This design comes from an exercise in tuning for small area, a short achievable clock period and few clock cycles on the open sky130 flow, not from production work. RTL that was checked went through simulation tests only; none was proved equivalent to the original.

== build 69 ==
Design decaying_counter, start of the top module:
module decaying_counter #(
	parameter int TIME_WIDTH = 48,
	parameter int FRAC_BITS  = 16
) (
	input  logic                           clk,
	input  logic                           arst_n,
	input  logic                           cfg_valid,
	output logic                           cfg_ready,
	input  logic [dcnt_pkg::CFG_IDX_W-1:0] cfg_index,
	input  logic [dcnt_pkg::VAL_W-1:0]     cfg_data,
	input  logic                           req_valid,
	output logic                           req_stall,
	input  logic [dcnt_pkg::CMD_W-1:0]     req_cmd,
	input  logic [dcnt_pkg::VAL_W-1:0]     req_amount,
	input  logic [dcnt_pkg::VAL_W-1:0]     req_now_ms,
	output logic                           rsp_valid,
	input  logic                           rsp_stall,
	output logic                           rsp_status,
	output logic [dcnt_pkg::VAL_W-1:0]     rsp_result_value
);
clock: 10.0 ns
lec_check: 0
cap_margin: 20
core_margin: 2
core_utilization: 40
cts_cluster_diameter: 100
cts_cluster_size: 30
setup_slack_margin: 4
slew_margin: 20
run.sh (not shown) runs the stock make flow with config.mk's settings and CLKGATE_MAP_FILE= SYNTH_SCRIPT=/design/flow/synth_recipe.tcl, a recipe that flattens the netlist after the stock synthesis.
Build 69 completed every stage of the flow, and the final layout passed the timing, DRC and antenna checks.
diff inputs: build 69 => build 25
- a deleted CTS_CLUSTER_SIZE that had been 30
- a deleted CTS_CLUSTER_DIAMETER that had been 100
### Flow results
[compare] base=build 69 new=build 25: sequential share of layout area shrank by 0.57 points, number of inserted filler cells in the final layout lost about 1.8%.
Delta (build 25 minus build 69): met3 track demand over resource saw an increase; final period utilization saw an increase.
No functional check of the RTL was part of any run of this note.


rev 12:
decaying_counter, a different RTL version from the one above (not shown whole).
Size: roughly 510 flip-flops, roughly 210 I/O pins.
// decaying_counter
module decaying_counter #(
	parameter int TIME_WIDTH = 48,
	parameter int FRAC_BITS  = 16
) (
	input  logic                           clk,
	input  logic                           arst_n,
	input  logic                           cfg_valid,
	output logic                           cfg_ready,
	input  logic [dcnt_pkg::CFG_IDX_W-1:0] cfg_index,
	input  logic [dcnt_pkg::VAL_W-1:0]     cfg_data,
	input  logic                           req_valid,
	output logic                           req_stall,
	input  logic [dcnt_pkg::CMD_W-1:0]     req_cmd,
	input  logic [dcnt_pkg::VAL_W-1:0]     req_amount,
	input  logic [dcnt_pkg::VAL_W-1:0]     req_now_ms,
	output logic                           rsp_valid,
	input  logic                           rsp_stall,
	output logic                           rsp_status,
	output logic [dcnt_pkg::VAL_W-1:0]     rsp_result_value
);
	logic        cfg_wr, ubad, pbusy;
	logic [47:0] rate;
	logic [31:0] per;
	dcnt_cfg u_cfg (
		.clk       (clk),
		.arst_n    (arst_n),
		.cfg_valid (cfg_valid),
		.cfg_ready (cfg_ready),
		.cfg_index (cfg_index),
		.cfg_data  (cfg_data),
		.cfg_wr    (cfg_wr),
		.rate      (rate),
		.ubad      (ubad),
		.pbusy     (pbusy),
		.per       (per)
	);
	dcnt_core u_core (
		.clk              (clk),
		.arst_n           (arst_n),
		.req_valid        (req_valid),
		.req_cmd          (req_cmd),
		.req_amount       (req_amount),
		.req_now_ms       (req_now_ms),
		.req_stall        (req_stall),
		.cfg_wr           (cfg_wr),
		.rate             (rate),
  ...
export LEC_CHECK = 0
export CAP_MARGIN = 20
export CORE_MARGIN = 2
export CORE_UTILIZATION = 40
export SLEW_MARGIN = 20
create_clock -name core_clock -period 10.0 [get_ports {clk}]
> inputs changed (rev 12 -> rev 13)
Settings: SETUP_SLACK_MARGIN newly set to 4.
### Flow results
The flow did not stop early for rev 13: all stages ran, and the layout cleared the timing, DRC and antenna checks. Startpoint of the most critical setup path: u_core.bnd_q[6]$_DFFE_PN0P_ -> rev 12, u_core.bnd_q[3]$_DFFE_PN0P_ -> rev 13. Total wire length, rev 12 and rev 13, lower one = rev 12. Delta (rev 13 minus rev 12): area added between synthesis and finish increased 3.9 points, first-pass GRT wire length increased 2.8%.
Function was not checked in any run of this note: the RTL went through the layout flow alone.


Another version of the RTL of decaying_counter (not shown whole).
Size in the first run: roughly 5200 cells after synthesis, about 510 flip-flops, about 48000 µm² of cells after synthesis.
==> flow/config.mk <==
export PLATFORM = sky130hd
export DESIGN_NAME = decaying_counter
export DESIGN_NICKNAME = decaying_counter
export VERILOG_FILES = /design/flow/design.v
export SDC_FILE = /design/flow/constraint.sdc
export NUM_CORES = 4
export LEC_CHECK = 0
export CAP_MARGIN = 20
export CORE_MARGIN = 2
export CORE_UTILIZATION = 40
export SETUP_SLACK_MARGIN = 4.3
export SLEW_MARGIN = 20
==> flow/constraint.sdc <==
create_clock -name core_clock -period 10.0 [get_ports {clk}]
set_input_delay 2.0000 -clock core_clock [delete_from_list [all_inputs] [get_ports {clk}]]
set_output_delay 2.0000 -clock core_clock [all_outputs]
set_load 0.01 [all_outputs]
Testbench counts at the start, summed over its fixed seeds: cycles 7,641.
Change:
Settings changed: SETUP_SLACK_MARGIN 4.3 to 4.
Wire length fell by a few percent. Synthesized cell count is unchanged. Final cell count hardly moves. Core utilization fell by 0.57 points. Final area fell slightly. First-iteration DRC count fell by a few percent.
Change:
Settings changed: CORE_UTILIZATION 40 to 50, PLACE_DENSITY set to 0.65.
Outcome:
- first-iteration DRC count came out higher by 8.2%
- routed wire length is lower by 0.78%
- register-to-register slack barely changes
- maximum frequency went down by 1.1%
- via count rose by 1.0%
- critical path depth goes down by 1
- clock skew goes up by 0.0064 ns
- synthesized area does not change

==> what the ideal ports hide <==
How much do the figures lean on ideal ports? The routed layouts below were timed once more, with nothing changed but the port constraints. Step 1, drivers: a clkbuf_16 drives clk and a buf_2 each remaining input, both assumed. Step 2 times the ports against the registers' clock, not the clock port: input delays grow and output delays shrink by t, the midpoint of the rising clock arrivals with the driver on. Slacks: no drivers / after step 1 / after step 2; pairs: no drivers / after step 1.
| run | t, ns | setup WS [ns] | latest minus earliest clock arrival (ns) | cell pins on the clock port's net |
|---|---|---|---|---|
| build 69 | 0.755 | 3.776 / 3.764 / 3.776 | 0.056 / 0.056 | 1 |
| build 25 | 0.770 | 3.724 / 3.724 / 3.724 | 0.047 / 0.047 | 1 |
| rev 12 | 0.716 | 1.874 / 1.797 / 2.512 | 0.030 / 0.031 | 1 |
| rev 13 | 0.716 | 3.610 / 3.534 / 3.850 | 0.023 / 0.023 | 1 |
| the first run of note 3 | 0.745 | 4.018 / 4.018 / 3.324 | 0.032 / 0.032 | 1 |
| the second run of note 3 | 0.722 | 4.045 / 3.967 / 4.054 | 0.027 / 0.027 | 1 |
| the third run of note 3 | 0.722 | 3.979 / 3.903 / 3.833 | 0.033 / 0.033 | 1 |
After both steps every run listed still meets setup and hold. The setup slack of the first run of note 3, which loses most, moves by 0.000 ns with the drivers and by -0.694 ns with both steps.
